What follows belongs to an exercise in optimizing a design on an open flow for small area, a short achievable clock period and few clock cycles per item; a production flow would make more cautious choices.
Where RTL was checked, it was by simulation tests only, not by an equivalence proof against the original.

v6:
## instr_exec_seq
module instr_exec_seq
#(
  parameter int DIV_EN = 1
) (
  input  logic         clk,
  input  logic         reset_n,
  input  logic         start,
  input  instr_register_pkg::address_t     start_addr,
  input  logic [5:0]   count,
  output instr_register_pkg::address_t     read_pointer,
  input  instr_register_pkg::instruction_t instruction_word,
  output logic         busy,
  output logic         done,
  output logic         res_valid,
  input  logic         res_ready,
  output instr_register_pkg::address_t     res_addr,
  output instr_register_pkg::opcode_t      res_opcode,
  output instr_register_pkg::result_t      res_value,
  output logic         res_err
);
Size: about 1800 cells after synthesis, ~170 flip-flops, ~230 I/O pins, roughly 17000 um2 of cells after synthesis.
clock: 240.0 ns
lec_check: 0
cap_margin: 20
core_margin: 2
core_utilization: 50
cts_buf_list: sky130_fd_sc_hd__clkbuf_4 sky130_fd_sc_hd__clkbuf_8
place_density: 0.65
slew_margin: 20
standard.sh (not shown) runs the stock make flow with config.mk's settings and CLKGATE_MAP_FILE= SYNTH_SCRIPT=/design/flow/synth_recipe.tcl, a recipe that flattens the netlist after the stock synthesis.
==> flow/flow/run.sh <==
#!/bin/bash
set -euo pipefail
bash standard.sh "BUFFER_PORTS_ARGS=-buffer_cell sky130_fd_sc_hd__buf_1" finish > flow_make.log 2>&1
Testbench counts of v6, summed over its fixed seeds: cycles 20,591, items 6,353.
The following lists how v7 was set up differently from v6:
- GPL_TIMING_DRIVEN newly set to 0
- SLEW_MARGIN changed from 20 to 0
- CAP_MARGIN changed from 20 to 0
The critical path depth of v7 is lower than that of v6. v7 finished every step from synthesis to the final layout, and the layout passed the timing, DRC and antenna checks. Summary of v7 over v6: detail-routed net length per standard cell now larger. v7 reports a higher post-detailed-routing wire length than v6 does.

========
run 5:
instr_exec_seq, a different RTL version from the one above (not shown whole).
Size in the first run: about 2,200 cells after synthesis, about 170 flip-flops.
==> flow/config.mk <==
export PLATFORM = sky130hd
export DESIGN_NAME = instr_exec_seq
export DESIGN_NICKNAME = instr_exec_seq
export VERILOG_FILES = /design/flow/design.v
export SDC_FILE = /design/flow/constraint.sdc
export NUM_CORES = 8
export LEC_CHECK = 0
export ABC_AREA = 1
export CAP_MARGIN = 20
export CORE_MARGIN = 2
export CORE_UTILIZATION = 50
export PLACE_DENSITY = 0.65
export SLEW_MARGIN = 20
==> flow/constraint.sdc <==
create_clock -name core_clock -period 240.0 [get_ports {clk}]
set_input_delay 48.0000 -clock core_clock [delete_from_list [all_inputs] [get_ports {clk}]]
set_output_delay 48.0000 -clock core_clock [all_outputs]
set_load 0.01 [all_outputs]
Scripts as last shown in full above: flow/flow/run.sh
Testbench counts of run 5, summed over its fixed seeds: cycles 17,563, items 6,353.
Here is what was changed in the inputs of run 4 compared with run 5.
Settings: removing ABC_AREA (formerly 1).
--- outcome ---
Looking at detailed-routed wire length on met3, run 4 sits 340 µm higher than run 5 does.
Run 4 reports a lower post-synthesis simple-gate area fraction than run 5 does.
Worst hold slack | run 4 below run 5
On clock network latency to the later pin of the worst-skew pair, the higher figure sits with run 5, not run 4.
Of run 4 and run 5, it is run 4 that has the higher final cell area excluding filler cells.
Run 4 — number of non-clock buffers in the layout 4.6% higher, run 5 as reference

========
## build 64
Another version of the RTL of instr_exec_seq (not shown whole).
Size in the first run: ~1700 cells after synthesis, about 170 flip-flops, roughly 230 I/O pins.
clock: 240.0 ns
lec_check: 0
cap_margin: 20
core_margin: 2
core_utilization: 50
cts_buf_list: sky130_fd_sc_hd__clkbuf_4 sky130_fd_sc_hd__clkbuf_8
place_density: 0.65
slew_margin: 20
Scripts as last shown in full above: flow/flow/run.sh
Build 64: all stages complete, timing, DRC and antenna checks passed
Testbench counts of build 64, summed over its fixed seeds: cycles 22,743, items 6,353.
Here is what was changed in the inputs of trial 71 compared with build 64.
-- flow/config.mk --
<<< build 64, line 10
export CORE_UTILIZATION = 50
export CTS_BUF_LIST = sky130_fd_sc_hd__clkbuf_4 sky130_fd_sc_hd__clkbuf_8
export PLACE_DENSITY = 0.65
>>> trial 71, line 10
export CORE_UTILIZATION = 65
export CTS_BUF_LIST = sky130_fd_sc_hd__clkbuf_8
export CTS_CLUSTER_SIZE = 40
export PLACE_DENSITY = 0.75
Findings:
Compared to build 64, trial 71 has global-route usage 6.5 points higher.
Taking build 64 as the reference point, the critical path depth of trial 71 rises by 3.
Having completed the whole flow, trial 71 delivered a layout that passed the timing, DRC and antenna checks.
The relative area of non-clock buffer cells in the final design was comparable across trial 71 and build 64.
Final clock skew in trial 71 vs build 64: up 0.0033 ns
Per the comparison of trial 71 with build 64, routed wire length -2300 um, height of the die -22 um, clock period minus final worst setup slack -0.24 ns.
Trial 71 ends up with higher first-iteration DRC count than build 64 does.
Setup WNS build 64 -> trial 71: better

========
== maple ==
Another version of the RTL of instr_exec_seq (not shown whole).
Size: ~1900 cells after synthesis, about 230 I/O pins, about 17000 um^2 of cells after synthesis.
// instr_exec_seq
module instr_exec_seq
#(
  parameter int DIV_EN = 1
) (
  input  logic         clk,
  input  logic         reset_n,
  input  logic         start,
  input  instr_register_pkg::address_t     start_addr,
  input  logic [5:0]   count,
  output instr_register_pkg::address_t     read_pointer,
  input  instr_register_pkg::instruction_t instruction_word,
  output logic         busy,
  output logic         done,
  output logic         res_valid,
  input  logic         res_ready,
  output instr_register_pkg::address_t     res_addr,
  output instr_register_pkg::opcode_t      res_opcode,
  output instr_register_pkg::result_t      res_value,
  output logic         res_err
);
==> flow/config.mk <==
export PLATFORM = sky130hd
export DESIGN_NAME = instr_exec_seq
export DESIGN_NICKNAME = instr_exec_seq
export VERILOG_FILES = /design/flow/design.v
export SDC_FILE = /design/flow/constraint.sdc
export NUM_CORES = 8
export LEC_CHECK = 0
export CAP_MARGIN = 20
export CORE_MARGIN = 2
export CORE_UTILIZATION = 50
export CTS_BUF_LIST = sky130_fd_sc_hd__clkbuf_4 sky130_fd_sc_hd__clkbuf_8
export PLACE_DENSITY = 0.65
export SLEW_MARGIN = 60
==> flow/constraint.sdc <==
create_clock -name core_clock -period 240.0 [get_ports {clk}]
set_input_delay 48.0000 -clock core_clock [delete_from_list [all_inputs] [get_ports {clk}]]
set_output_delay 48.0000 -clock core_clock [all_outputs]
set_load 0.01 [all_outputs]
Scripts as last shown in full above: flow/flow/run.sh
maple | status: complete | timing, DRC, antenna: pass
Testbench counts of maple, summed over its fixed seeds: cycles 20,591, items 6,353.
Changes in lagoon relative to maple:
diff --git a/flow/config.mk b/flow/config.mk
--- a/flow/config.mk
+++ b/flow/config.mk
@@ -11,3 +11,3 @@
 export CTS_BUF_LIST = sky130_fd_sc_hd__clkbuf_4 sky130_fd_sc_hd__clkbuf_8
 export PLACE_DENSITY = 0.65
-export SLEW_MARGIN = 60
+export SLEW_MARGIN = 85
### Flow results
Between maple and lagoon, the boundary pin count does not differ in any meaningful way.
Sequential share of layout area was lower in lagoon than in maple.
Compared to maple, lagoon has number of stages on the worst setup path 2 higher.
Summary of lagoon over maple: number of DRC markers after the initial detailed-route iteration has increased, routed wirelength normalized by instance count now larger, final setup slack of the worst path shrank by 0.22 ns.
Relative to maple, placed wire-length estimate after detailed placement increased by 6.9 mm in lagoon.
Reported for maple and lagoon, share of synthesized flip-flops with an asynchronous set or reset turned out identical to the last digit.
lagoon vs maple, post-layout instance area went up by 5300 um^2.
The inputs of quartz differ from those of lagoon as listed below.
diff --git a/flow/config.mk b/flow/config.mk
--- a/flow/config.mk
+++ b/flow/config.mk
@@ -6,4 +6,5 @@
 export NUM_CORES = 8
 export LEC_CHECK = 0
+export ABC_AREA = 1
 export CAP_MARGIN = 20
 export CORE_MARGIN = 2
@@ -11,3 +12,3 @@
 export CTS_BUF_LIST = sky130_fd_sc_hd__clkbuf_4 sky130_fd_sc_hd__clkbuf_8
 export PLACE_DENSITY = 0.65
-export SLEW_MARGIN = 85
+export SLEW_MARGIN = 20
--- outcome ---
- quartz | stages: all done | timing, DRC, antenna: all pass
- Delta (quartz minus lagoon): buffer count excluding the clock tree in the final layout lost 357; overall routing resource usage neither gained nor lost much; critical path depth lost 5; multi-input gate area in the final layout lost 3000 um^2.
- On quartz: die outline height is 1.2 um lower than what lagoon gave.
- In terms of synthesized-area fraction occupied by adder cells, lagoon and quartz differ only marginally.
- quartz: setup slack higher than lagoon
- quartz has first-pass GRT wire length below what lagoon had.
- Against lagoon, area of the die in quartz fell slightly.
#### Input delta (willow over quartz)
diff --git a/flow/config.mk b/flow/config.mk
--- a/flow/config.mk
+++ b/flow/config.mk
@@ -6,5 +6,4 @@
 export NUM_CORES = 8
 export LEC_CHECK = 0
-export ABC_AREA = 1
 export CAP_MARGIN = 20
 export CORE_MARGIN = 2
Results
- willow: full flow OK, the timing, DRC and antenna checks passed
- Total length of routed wires down 6.7% in willow wrt quartz
- [compare] base=quartz new=willow: synthesized cell count now sits lower, overall die width went up about 0.6%.
- willow against quartz: clock-buffer cell count now larger, worst clock skew on the final layout grew by 0.0037 ns.
- quartz → willow: area after synthesis increased 220 um^2.
- Going from quartz to willow, TritonCTS sink count stayed essentially flat, total die area climbed 1.3%.

========
instr_exec_seq with an RTL version that a note above also has.
For scale: roughly 170 flip-flops, ~230 I/O pins, about 16000 um2 of cells after synthesis.
export LEC_CHECK = 0
export ABC_AREA = 1
export CAP_MARGIN = 20
export CORE_MARGIN = 2
export CORE_UTILIZATION = 50
export PLACE_DENSITY = 0.55
export SLEW_MARGIN = 20
create_clock -name core_clock -period 240.0 [get_ports {clk}]
Scripts as last shown in full above: flow/flow/run.sh
The starting point produced a clean layout.
Testbench counts at the start, summed over its fixed seeds: cycles 17,563, items 6,353.
==> next run, changes <==
Settings changed: CTS_CLUSTER_DIAMETER set to 200, CTS_CLUSTER_SIZE set to 40, PLACE_DENSITY 0.55 to 0.65.
=>
- non-clock buffer count goes up by 3
- setup slack is better by 0.021 ns
- register-to-register slack is better by 0.37 ns
- clock-buffer cell count goes up by 1
- via count goes up by about 0.7%
- synthesized area does not change
- die area does not change
- routed wire length goes up by 2.3%
- sequential share of layout area barely changes
- design area hardly moves

========
Setup of before:
instr_exec_seq, a different RTL version from the one above (not shown whole).
Size: ~2500 cells after synthesis, about 170 flip-flops.
// instr_exec_seq
module instr_exec_seq
#(
  parameter int DIV_EN = 1
) (
  input  logic         clk,
  input  logic         reset_n,
  input  logic         start,
  input  instr_register_pkg::address_t     start_addr,
  input  logic [5:0]   count,
  output instr_register_pkg::address_t     read_pointer,
  input  instr_register_pkg::instruction_t instruction_word,
  output logic         busy,
  output logic         done,
  output logic         res_valid,
  input  logic         res_ready,
  output instr_register_pkg::address_t     res_addr,
  output instr_register_pkg::opcode_t      res_opcode,
  output instr_register_pkg::result_t      res_value,
  output logic         res_err
);
Settings: LEC_CHECK=0, ABC_AREA=1, CAP_MARGIN=20, CORE_MARGIN=2, CORE_UTILIZATION=50, PLACE_DENSITY=0.65, SLEW_MARGIN=20; clock period 240.0 ns.
Scripts as last shown in full above: flow/flow/run.sh
before finished every stage and its layout cleared the timing, DRC and antenna checks.
diff inputs: before => after
diff --git a/flow/config.mk b/flow/config.mk
--- a/flow/config.mk
+++ b/flow/config.mk
@@ -6,5 +6,4 @@
 export NUM_CORES = 8
 export LEC_CHECK = 0
-export ABC_AREA = 1
 export CAP_MARGIN = 20
 export CORE_MARGIN = 2
--- outcome ---
Looking at highest-delay cell along the critical path, the sky130_fd_sc_hd__a2111oi_0 result is from after; the sky130_fd_sc_hd__edfxtp_1 one comes from before.
Going from before to after, non-clock buffer count went up, floorplan die height went down, final-stage net count went down.
Of after and before, after shows the higher adder-cell share of the synthesized area, with before below it.
No run of this note included a check of the RTL's function; only the layout flow was run.

========
Setup of trial 18:
Another version of the RTL of instr_exec_seq (not shown whole).
For scale: about 1500 cells after synthesis, about 160 flip-flops.
## instr_exec_seq
module instr_exec_seq
#(
  parameter int DIV_EN = 1
) (
  input  logic         clk,
  input  logic         reset_n,
  input  logic         start,
  input  instr_register_pkg::address_t     start_addr,
  input  logic [5:0]   count,
  output instr_register_pkg::address_t     read_pointer,
  input  instr_register_pkg::instruction_t instruction_word,
  output logic         busy,
  output logic         done,
  output logic         res_valid,
  input  logic         res_ready,
  output instr_register_pkg::address_t     res_addr,
  output instr_register_pkg::opcode_t      res_opcode,
  output instr_register_pkg::result_t      res_value,
  output logic         res_err
);
  localparam logic [3:0] LAST_IT = 4'd10;   
  logic [2:0]  cap_opc;
  logic [31:0] cap_a;
  logic [31:0] cap_b;
  logic        cap_ok;      
  logic        adv;         
  logic [5:0]  to_issue;    
  logic        it;          
  logic        post;        
  logic [3:0]  cnt;
  logic        ext;         
  logic [63:0] w;
  logic [4:0]  rp;
  logic unused_res;
  assign unused_res = ^instruction_word.res;
  assign read_pointer = rp;
  assign res_value    = w;
  logic c_pa, c_pb, c_add, c_sub, c_mul, c_dm, c_isdiv, c_mod;
  logic sa, sb;
  assign c_pa    = (cap_opc == 3'd1);
  assign c_pb    = (cap_opc == 3'd2);
  assign c_add   = (cap_opc == 3'd3);
  assign c_sub   = (cap_opc == 3'd4);
  assign c_mul   = (cap_opc == 3'd5);
  assign c_dm    = cap_opc[2] & cap_opc[1];
  assign c_isdiv = ~cap_opc[0];
  assign c_mod   = c_dm & cap_opc[0];
  assign sa      = cap_a[31];
  assign sb      = cap_b[31];
  logic [31:0] ma, mb;
  logic [32:0] ta, tb;
  assign ma = cap_a ^ {32{sa}};
  ...
clock: 240.0 ns
lec_check: 0
cap_margin: 20
core_margin: 2
core_utilization: 50
cts_buf_list: sky130_fd_sc_hd__clkbuf_4 sky130_fd_sc_hd__clkbuf_8
place_density: 0.65
slew_margin: 20
run.sh (not shown) runs the stock make flow with config.mk's settings and CLKGATE_MAP_FILE= SYNTH_SCRIPT=/design/flow/synth_recipe.tcl, a recipe that flattens the netlist after the stock synthesis.
Stock flow here: none of the scripts above is used.
Both conditions hold for trial 18: the flow ran to the end and the final layout passed the timing, DRC and antenna checks.
Testbench counts of trial 18, summed over its fixed seeds: cycles 26,188, items 6,353.
Inputs modified between trial 18 and build 44:
- swapping 50 for 25 in CORE_UTILIZATION
- clearing CTS_BUF_LIST, which used to be sky130_fd_sc_hd__clkbuf_4 sky130_fd_sc_hd__clkbuf_8
- swapping 0.65 for 0.4 in PLACE_DENSITY
Findings:
Build 44 completed; timing, DRC and antenna clean. Cmp build 44 vs trial 18: clock insertion delay at the later pin of the skew report higher in build 44. Timing-limited maximum frequency: build 44 vs trial 18, no meaningful difference. Build 44 vs trial 18, via total after detailed routing went down by 1.5%. The run with more setup slack is trial 18; build 44 has less. Clock-pin transition on the worst setup and hold timing paths (lower): build 44.

========
Setup of job 101:
instr_exec_seq with an RTL version that a note above also has.
For scale: roughly 230 I/O pins, roughly 16000 um2 of cells after synthesis.
Settings: LEC_CHECK=0, ABC_AREA=1, CAP_MARGIN=20, CORE_MARGIN=2, CORE_UTILIZATION=50, PLACE_DENSITY=0.8, SLEW_MARGIN=20; clock period 240.0 ns.
standard.sh (not shown) runs the stock make flow with config.mk's settings and CLKGATE_MAP_FILE= SYNTH_SCRIPT=/design/flow/synth_recipe.tcl, a recipe that flattens the netlist after the stock synthesis.
Scripts as last shown in full above: flow/flow/run.sh
Testbench counts of job 101, summed over its fixed seeds: cycles 17,563, items 6,353.
Input-level comparison between job 102 and job 101:
- setting CTS_CLUSTER_DIAMETER to 200 for the first time
- changing PLACE_DENSITY from 0.8 to 0.65
- setting CTS_CLUSTER_SIZE to 70 for the first time
Compared with job 101, job 102 shows critical path depth lower by 4.
~same count of nets after finishing in job 102 and job 101
Job 102 gives more global routing met2 resource utilization than job 101 did.
On period utilization, job 102 and job 101 are neck and neck.
Job 102 vs job 101, global-route wire length before repair went up by 0.87%.
Job 101 and job 102 ended up with roughly the same post-route standard cell area excluding fillers.
Between job 101 and job 102, the storage element area does not differ in any meaningful way.
From job 101 to job 102 the numbers moved as follows: maximum frequency did not really move, detailed-router iteration count before antenna repair dropped 1, hold slack decreased 0.0045 ns.

[what the ideal ports hide]
The flow's constraints put no driver on any port. The routed layouts listed below were extracted and timed again, unchanged, in two steps. Step 1 sets driving cells, clkbuf_16 on the clock port and buf_2 on the other inputs (assumed; they add their load-dependent delay and slew). Step 2 adds t to the input delays and takes it off the output delays; t is the mean of the earliest and latest rising clock arrival at the registers after step 1. Input paths then give back, and output paths get back, about the clock's delay inside the block. Slacks: ideal / step 1 / step 2; pairs: ideal / step 1.
| run | t (ns) | setup WS [ns] | cell pins on the clock port's net |
|---|---|---|---|
| v6 | 0.541 | 189.796 / 189.824 / 189.283 | 1 |
| v7 | 0.571 | 190.382 / 190.331 / 189.875 | 1 |
| run 5 | 0.527 | 190.493 / 190.442 / 190.285 | 1 |
| run 4 | 0.508 | 190.533 / 190.478 / 190.318 | 1 |
| build 64 | 0.554 | 190.197 / 190.224 / 189.670 | 1 |
| trial 71 | 0.526 | 190.438 / 190.462 / 189.936 | 1 |
| maple | 0.549 | 190.164 / 190.196 / 189.646 | 1 |
| lagoon | 0.563 | 189.943 / 189.977 / 189.414 | 1 |
| quartz | 0.563 | 190.280 / 190.307 / 189.744 | 1 |
| willow | 0.559 | 189.998 / 190.033 / 189.473 | 1 |
| the first run of note 5 | 0.526 | 190.473 / 190.414 / 190.428 | 1 |
| the second run of note 5 | 0.527 | 190.493 / 190.442 / 190.285 | 1 |
| before | 0.524 | 190.575 / 190.517 / 190.441 | 1 |
| after | 0.524 | 189.668 / 189.668 / 189.668 | 1 |
| trial 18 | 0.522 | 190.251 / 190.228 / 189.752 | 1 |
| build 44 | 0.553 | 190.156 / 190.102 / 189.812 | 1 |
| job 101 | 0.516 | 190.425 / 190.454 / 189.938 | 1 |
| job 102 | 0.527 | 190.493 / 190.442 / 190.285 | 1 |
After both steps every run listed still meets setup and hold. For quartz, which loses most, drivers alone change the setup slack by +0.027 ns; drivers and shift together by -0.536 ns.
